Source: an optimization exercise on an open RTL-to-GDS flow (aim: small area and a short achievable clock period). Production flows keep margins and buffers that such runs may drop.
Only simulation tests tie the RTL to the original design; equivalence was not proved.

==> flow/design.v <==
package key_expansion_pkg;
    localparam int NR_DEFAULT = 10;
    function automatic logic [7:0] rcon_next(input logic [3:0] r);
        logic [7:0] val;
        val[0] = ~r[2] & ~r[1] & ~r[0];                      
        val[1] = r[3] | (~r[2] & ~r[1] & r[0]);              
        val[2] = (~r[2] & r[1] & ~r[0]) | (r[3] & r[0]);     
        val[3] = (~r[2] & r[1] & r[0]) | (r[3] & ~r[0]);     
        val[4] = r[3] | (r[2] & ~r[1] & ~r[0]);              
        val[5] = (r[2] & ~r[1] & r[0]) | (r[3] & r[0]);      
        val[6] = r[2] & r[1] & ~r[0];                        
        val[7] = r[2] & r[1] & r[0];                         
        rcon_next = val;
    endfunction
endpackage
module aes_sbox (
    input  logic [7:0] data,
    output logic [7:0] sub
);
    logic U0, U1, U2, U3, U4, U5, U6, U7;
    logic T1, T2, T3, T4, T5, T6, T7, T8, T9, T10, T11, T12;
    logic T13, T14, T15, T16, T17, T18, T19, T20, T21, T22, T23, T24;
    logic T25, T26, T27, M1, M2, M3, M4, M5, M6, M7, M8, M9;
    logic M10, M11, M12, M13, M14, M15, M16, M17, M18, M19, M20, M21;
    logic M22, M23, M24, M25, M26, M27, M28, M29, M30, M31, M32, M33;
    logic M34, M35, M36, M37, M38, M39, M40, M41, M42, M43, M44, M45;
    logic M46, M47, M48, M49, M50, M51, M52, M53, M54, M55, M56, M57;
    logic M58, M59, M60, M61, M62, M63, L0, L1, L2, L3, L4, L5;
    logic L6, L7, L8, L9, L10, L11, L12, L13, L14, L15, L16, L17;
    logic L18, L19, L20, L21, L22, L23, L24, L25, L26, L27, L28, L29;
    assign {U0, U1, U2, U3, U4, U5, U6, U7} = data;
    assign T1 = U0 ^ U3;
    assign T2 = U0 ^ U5;
    assign T3 = U0 ^ U6;
    assign T4 = U3 ^ U5;
    assign T5 = U4 ^ U6;
    assign T6 = T1 ^ T5;
    assign T7 = U1 ^ U2;
    assign T8 = U7 ^ T6;
    assign T9 = U7 ^ T7;
    assign T10 = T6 ^ T7;
    assign T11 = U1 ^ U5;
    assign T12 = U2 ^ U5;
    assign T13 = T3 ^ T4;
    assign T14 = T6 ^ T11;
    assign T15 = T5 ^ T11;
    assign T16 = T5 ^ T12;
    assign T17 = T9 ^ T16;
    assign T18 = U3 ^ U7;
    assign T19 = T7 ^ T18;
    assign T20 = T1 ^ T19;
    assign T21 = U6 ^ U7;
    assign T22 = T7 ^ T21;
    assign T23 = T2 ^ T22;
    assign T24 = T2 ^ T10;
    assign T25 = T20 ^ T17;
    assign T26 = T3 ^ T16;
    assign T27 = T1 ^ T12;
    assign M1 = T13 & T6;
    assign M2 = T23 & T8;
    assign M3 = T14 ^ M1;
    assign M4 = T19 & U7;
    assign M5 = M4 ^ M1;
    assign M6 = T3 & T16;
    assign M7 = T22 & T9;
    assign M8 = T26 ^ M6;
    assign M9 = T20 & T17;
    assign M10 = M9 ^ M6;
    assign M11 = T1 & T15;
    assign M12 = T4 & T27;
    assign M13 = M12 ^ M11;
    assign M14 = T2 & T10;
    assign M15 = M14 ^ M11;
    assign M16 = M3 ^ M2;
    assign M17 = M5 ^ T24;
    assign M18 = M8 ^ M7;
    assign M19 = M10 ^ M15;
    assign M20 = M16 ^ M13;
    assign M21 = M17 ^ M15;
    assign M22 = M18 ^ M13;
    assign M23 = M19 ^ T25;
    assign M24 = M22 ^ M23;
    assign M25 = M22 & M20;
    assign M26 = M21 ^ M25;
    assign M27 = M20 ^ M21;
    assign M28 = M23 ^ M25;
    assign M29 = M28 & M27;
    assign M30 = M26 & M24;
    assign M31 = M20 & M23;
    assign M32 = M27 & M31;
    assign M33 = M27 ^ M25;
    assign M34 = M21 & M22;
    assign M35 = M24 & M34;
    assign M36 = M24 ^ M25;
    assign M37 = M21 ^ M29;
    assign M38 = M32 ^ M33;
    assign M39 = M23 ^ M30;
    assign M40 = M35 ^ M36;
    assign M41 = M38 ^ M40;
    assign M42 = M37 ^ M39;
    assign M43 = M37 ^ M38;
    assign M44 = M39 ^ M40;
    assign M45 = M42 ^ M41;
    assign M46 = M44 & T6;
    assign M47 = M40 & T8;
    assign M48 = M39 & U7;
    assign M49 = M43 & T16;
    assign M50 = M38 & T9;
    assign M51 = M37 & T17;
    assign M52 = M42 & T15;
    assign M53 = M45 & T27;
    assign M54 = M41 & T10;
    assign M55 = M44 & T13;
    assign M56 = M40 & T23;
    assign M57 = M39 & T19;
    assign M58 = M43 & T3;
    assign M59 = M38 & T22;
    assign M60 = M37 & T20;
    assign M61 = M42 & T1;
    assign M62 = M45 & T4;
    assign M63 = M41 & T2;
    assign L0 = M61 ^ M62;
    assign L1 = M50 ^ M56;
    assign L2 = M46 ^ M48;
    assign L3 = M47 ^ M55;
    assign L4 = M54 ^ M58;
    assign L5 = M49 ^ M61;
    assign L6 = M62 ^ L5;
    assign L7 = M46 ^ L3;
    assign L8 = M51 ^ M59;
    assign L9 = M52 ^ M53;
    assign L10 = M53 ^ L4;
    assign L11 = M60 ^ L2;
    assign L12 = M48 ^ M51;
    assign L13 = M50 ^ L0;
    assign L14 = M52 ^ M61;
    assign L15 = M55 ^ L1;
    assign L16 = M56 ^ L0;
    assign L17 = M57 ^ L1;
    assign L18 = M58 ^ L8;
    assign L19 = M63 ^ L4;
    assign L20 = L0 ^ L1;
    assign L21 = L1 ^ L7;
    assign L22 = L3 ^ L12;
    assign L23 = L18 ^ L2;
    assign L24 = L15 ^ L9;
    assign L25 = L6 ^ L10;
    assign L26 = L7 ^ L9;
    assign L27 = L8 ^ L10;
    assign L28 = L11 ^ L14;
    assign L29 = L11 ^ L17;
    assign sub[7] = L6 ^ L24;
    assign sub[6] = ~(L16 ^ L26);
    assign sub[5] = ~(L19 ^ L28);
    assign sub[4] = L6 ^ L21;
    assign sub[3] = L20 ^ L22;
    assign sub[2] = L25 ^ L29;
    assign sub[1] = ~(L13 ^ L27);
    assign sub[0] = ~(L6 ^ L23);
endmodule
module key_expansion
#(
    parameter int NR = key_expansion_pkg::NR_DEFAULT
) (
    input  logic            clk,
    input  logic            rst_n,
    input  logic            start_in,
    input  logic [31:0]     K0_in,
    input  logic [31:0]     K1_in,
    input  logic [31:0]     K2_in,
    input  logic [31:0]     K3_in,
    input  logic            ready_in,
    output logic [31:0]     D0_out,
    output logic [31:0]     D1_out,
    output logic [31:0]     D2_out,
    output logic [31:0]     D3_out,
    output logic            valid_out,
    output logic [3:0]      round_out,
    output logic            busy_out,
    output logic            done_out
);
    logic        valid_q, done_q;
    logic [31:0] w0_q, w1_q, w2_q, w3_q;
    logic [3:0]  round_q;
    logic [31:0] sub_word;
    logic [31:0] t_word;
    logic [31:0] rc_word;
    logic [31:0] p0, p1, p2, p3;
    logic [31:0] sel_ld, sel_adv, sel_hold;
    logic [3:0]  round_d;
    logic        last;
    for (genvar i = 0; i < 4; i++) begin : g_sbox
        aes_sbox u_sbox (
            .data (w3_q[(8*i + 24) % 32 +: 8]),
            .sub  (sub_word[8*i +: 8])
        );
    end
    assign rc_word  = {key_expansion_pkg::rcon_next(round_q), 24'h000000};
    assign p0       = w0_q ^ rc_word;
    assign p1       = p0 ^ w1_q;
    assign p2       = p1 ^ w2_q;
    assign p3       = p2 ^ w3_q;
    assign sel_ld   = {32{~valid_q}};
    assign sel_adv  = {32{valid_q & ready_in}};
    assign sel_hold = {32{valid_q & ~ready_in}};
    assign t_word   = sel_adv & sub_word;       
    assign last     = round_q[3] & round_q[1];    
    assign round_d  = ({4{valid_q & ready_in}} & (round_q + 4'd1))
                    | ({4{valid_q & ~ready_in}} & round_q);
    always_ff @(posedge clk or negedge rst_n) begin
        if (!rst_n) begin
            valid_q <= 1'b0;
            done_q  <= 1'b0;
        end else begin
            valid_q <= valid_q ? !(ready_in && last) : start_in;
            done_q  <= valid_q && ready_in && last;
        end
    end
    always_ff @(posedge clk) begin
        w0_q    <= (valid_q ? (ready_in ? p0 : w0_q) : K0_in) ^ t_word;
        w1_q    <= (valid_q ? (ready_in ? p1 : w1_q) : K1_in) ^ t_word;
        w2_q    <= (valid_q ? (ready_in ? p2 : w2_q) : K2_in) ^ t_word;
        w3_q    <= (valid_q ? (ready_in ? p3 : w3_q) : K3_in) ^ t_word;
        round_q <= round_d;
    end
    assign D0_out    = w0_q;
    assign D1_out    = w1_q;
    assign D2_out    = w2_q;
    assign D3_out    = w3_q;
    assign round_out = round_q;
    assign valid_out = valid_q;
    assign busy_out  = valid_q;
    assign done_out  = done_q;
endmodule
export LEC_CHECK = 0
export CAP_MARGIN = 20
export CORE_MARGIN = 2
export CORE_UTILIZATION = 40
export SLEW_MARGIN = 20
create_clock -name core_clock -period 17.0 [get_ports {clk}]
standard.sh (not shown) runs the stock make flow with config.mk's settings and CLKGATE_MAP_FILE= SYNTH_SCRIPT=/design/flow/synth_recipe.tcl, a recipe that flattens the netlist after the stock synthesis.
==> flow/flow/run.sh <==
#!/bin/bash
# Layout flow: the standard ORFS flow (standard.sh), with extra make variables from
# flow/make_args.txt (one VAR=value per line) and, if flow/abc.script exists, that ABC
# script in place of ORFS's abc_speed.script and abc_area.script (a copy of ORFS's scripts folder is used).
# Each ORFS step writes its own log under orfs/logs/; make's output goes to make.log.
set -euo pipefail
HERE=$(pwd)
ARGS=()
if [[ -f flow/abc.script ]]; then
  rm -rf "$HERE/scripts"
  cp -r "$FLOW_HOME/scripts" "$HERE/scripts"
  cp flow/abc.script "$HERE/scripts/abc_speed.script"
  cp flow/abc.script "$HERE/scripts/abc_area.script"
  ARGS+=("SCRIPTS_DIR=$HERE/scripts")
fi
if [[ -f flow/make_args.txt ]]; then
  while IFS= read -r line; do
    [[ -n "$line" && "$line" != \#* ]] && ARGS+=("$line")
  done < flow/make_args.txt
fi
echo "make args: ${ARGS[*]}" > make.log
bash standard.sh "${ARGS[@]}" finish >> make.log 2>&1
==> flow/flow/abc.script <==
strash
dch
map -D 3300
topo
stime -c
buffer -c
upsize -c
dnsize -c
==> flow/flow/make_args.txt <==
ABC_CLOCK_PERIOD_IN_PS=3300
CORE_UTILIZATION=50
SETUP_SLACK_MARGIN=12.35
BUFFER_PORTS_ARGS=-buffer_cell sky130_fd_sc_hd__buf_1
CTS_ARGS=-sink_clustering_enable -repair_clock_nets -buf_list sky130_fd_sc_hd__clkbuf_8 -dont_use_dummy_load
Change:
--- a/flow/design.v
+++ b/flow/design.v
@@ -16,21 +16,22 @@
 module aes_sbox (
     input  logic [7:0] data,
     output logic [7:0] sub
 );
     logic U0, U1, U2, U3, U4, U5, U6, U7;
     logic T1, T2, T3, T4, T5, T6, T7, T8, T9, T10, T11, T12;
-    logic T13, T14, T15, T16, T17, T18, T19, T20, T21, T22, T23, T24;
-    logic T25, T26, T27, M1, M2, M3, M4, M5, M6, M7, M8, M9;
-    logic M10, M11, M12, M13, M14, M15, M16, M17, M18, M19, M20, M21;
-    logic M22, M23, M24, M25, M26, M27, M28, M29, M30, M31, M32, M33;
-    logic M34, M35, M36, M37, M38, M39, M40, M41, M42, M43, M44, M45;
-    logic M46, M47, M48, M49, M50, M51, M52, M53, M54, M55, M56, M57;
-    logic M58, M59, M60, M61, M62, M63, L0, L1, L2, L3, L4, L5;
-    logic L6, L7, L8, L9, L10, L11, L12, L13, L14, L15, L16, L17;
-    logic L18, L19, L20, L21, L22, L23, L24, L25, L26, L27, L28, L29;
+    logic T13, T14, T15, T16, T17, T18, T19, T20, T21, T22, T23, Y24;
+    logic T24, Y25, Z25, T25, T26, T27, M1, M2, A20, M4, M5, M6;
+    logic M7, A22, M9, M11, M12, M13, M14, M15, B20, M17, B22, B23;
+    logic C23, M20, M21, M22, M25, M26, M27, M33, M34, A23, M23, M24;
+    logic M28, M29, M30, M31, M32, M35, M36, M37, M38, M39, M40, M41;
+    logic M42, M43, M44, M45, M46, M47, M48, M49, M50, M51, M52, M53;
+    logic M54, M55, M56, M57, M58, M59, M60, M61, M62, M63, L0, L1;
+    logic L2, L3, L4, L5, L6, L7, L8, L9, L10, L11, L12, L13;
+    logic L14, L15, L16, L17, L18, L19, L20, L21, L22, L23, L24, L25;
+    logic L26, L27, L28, L29;
     assign {U0, U1, U2, U3, U4, U5, U6, U7} = data;
     assign T1 = U0 ^ U3;
     assign T2 = U0 ^ U5;
     assign T3 = U0 ^ U6;
     assign T4 = U3 ^ U5;
     assign T5 = U4 ^ U6;
@@ -49,50 +50,54 @@
     assign T18 = U3 ^ U7;
     assign T19 = T7 ^ T18;
     assign T20 = T1 ^ T19;
     assign T21 = U6 ^ U7;
     assign T22 = T7 ^ T21;
     assign T23 = T2 ^ T22;
-    assign T24 = T2 ^ T10;
-    assign T25 = T20 ^ T17;
+    assign Y24 = T7 ^ T4;
+    assign T24 = Y24 ^ T5;
+    assign Y25 = U0 ^ U2;
+    assign Z25 = U5 ^ T5;
+    assign T25 = Y25 ^ Z25;
     assign T26 = T3 ^ T16;
     assign T27 = T1 ^ T12;
     assign M1 = T13 & T6;
     assign M2 = T23 & T8;
-    assign M3 = T14 ^ M1;
+    assign A20 = T14 ^ M1;
     assign M4 = T19 & U7;
     assign M5 = M4 ^ M1;
     assign M6 = T3 & T16;
     assign M7 = T22 & T9;
-    assign M8 = T26 ^ M6;
+    assign A22 = T26 ^ M7;
     assign M9 = T20 & T17;
-    assign M10 = M9 ^ M6;
     assign M11 = T1 & T15;
     assign M12 = T4 & T27;
     assign M13 = M12 ^ M11;
     assign M14 = T2 & T10;
     assign M15 = M14 ^ M11;
-    assign M16 = M3 ^ M2;
+    assign B20 = M2 ^ M13;
     assign M17 = M5 ^ T24;
-    assign M18 = M8 ^ M7;
-    assign M19 = M10 ^ M15;
-    assign M20 = M16 ^ M13;
+    assign B22 = M6 ^ M13;
+    assign B23 = M6 ^ M11;
+    assign C23 = B23 ^ T25;
+    assign M20 = A20 ^ B20;
     assign M21 = M17 ^ M15;
-    assign M22 = M18 ^ M13;
-    assign M23 = M19 ^ T25;
-    assign M24 = M22 ^ M23;
+    assign M22 = A22 ^ B22;
     assign M25 = M22 & M20;
     assign M26 = M21 ^ M25;
     assign M27 = M20 ^ M21;
+    assign M33 = M27 ^ M25;
+    assign M34 = M21 & M22;
+    assign A23 = M9 ^ M14;
+    assign M23 = A23 ^ C23;
+    assign M24 = M22 ^ M23;
     assign M28 = M23 ^ M25;
     assign M29 = M28 & M27;
     assign M30 = M26 & M24;
     assign M31 = M20 & M23;
     assign M32 = M27 & M31;
-    assign M33 = M27 ^ M25;
-    assign M34 = M21 & M22;
     assign M35 = M24 & M34;
     assign M36 = M24 ^ M25;
     assign M37 = M21 ^ M29;
     assign M38 = M32 ^ M33;
     assign M39 = M23 ^ M30;
     assign M40 = M35 ^ M36;
Outcome:
- The new run passed the timing, design-rule and antenna checks
- count of clock-buffer cells in the layout stays the same
- worst hold slack gets better by 0.028 ns
- routed wire length rose by a few percent
- sequential cell count does not change
- maximum frequency barely changes
- setup slack is better by 0.0035 ns
- cell area falls slightly
- critical path depth increases by 3
- via count climbs by a few percent

[re-timing with driven ports]
In the flow no input, the clock included, has a driving cell. The finished layouts below were timed again as built, in two steps.
Step 1: set_driving_cell puts a clkbuf_16 on clk and a buf_2 on each other input, an assumption about the parent block.
Step 2 adds t to the input delays and takes it off the output delays; t is the mean of the earliest and latest rising clock arrival at the registers after step 1. Input paths then give back, and output paths get back, about the clock's delay inside the block.
Slacks: ideal ports / drivers / drivers and shift; pairs: ideal ports / drivers.
run | t (ns) | setup WS [ns] | clock arrival spread, ns
the first run | 0.481 | 12.401 / 12.386 / 11.905 | 0.029 / 0.030
the second run | 0.502 | 12.404 / 12.386 / 11.923 | 0.036 / 0.036
After both steps setup and hold are still met in every run listed. For the first run, which loses most, drivers alone change the setup slack by -0.015 ns; drivers and shift together by -0.496 ns.
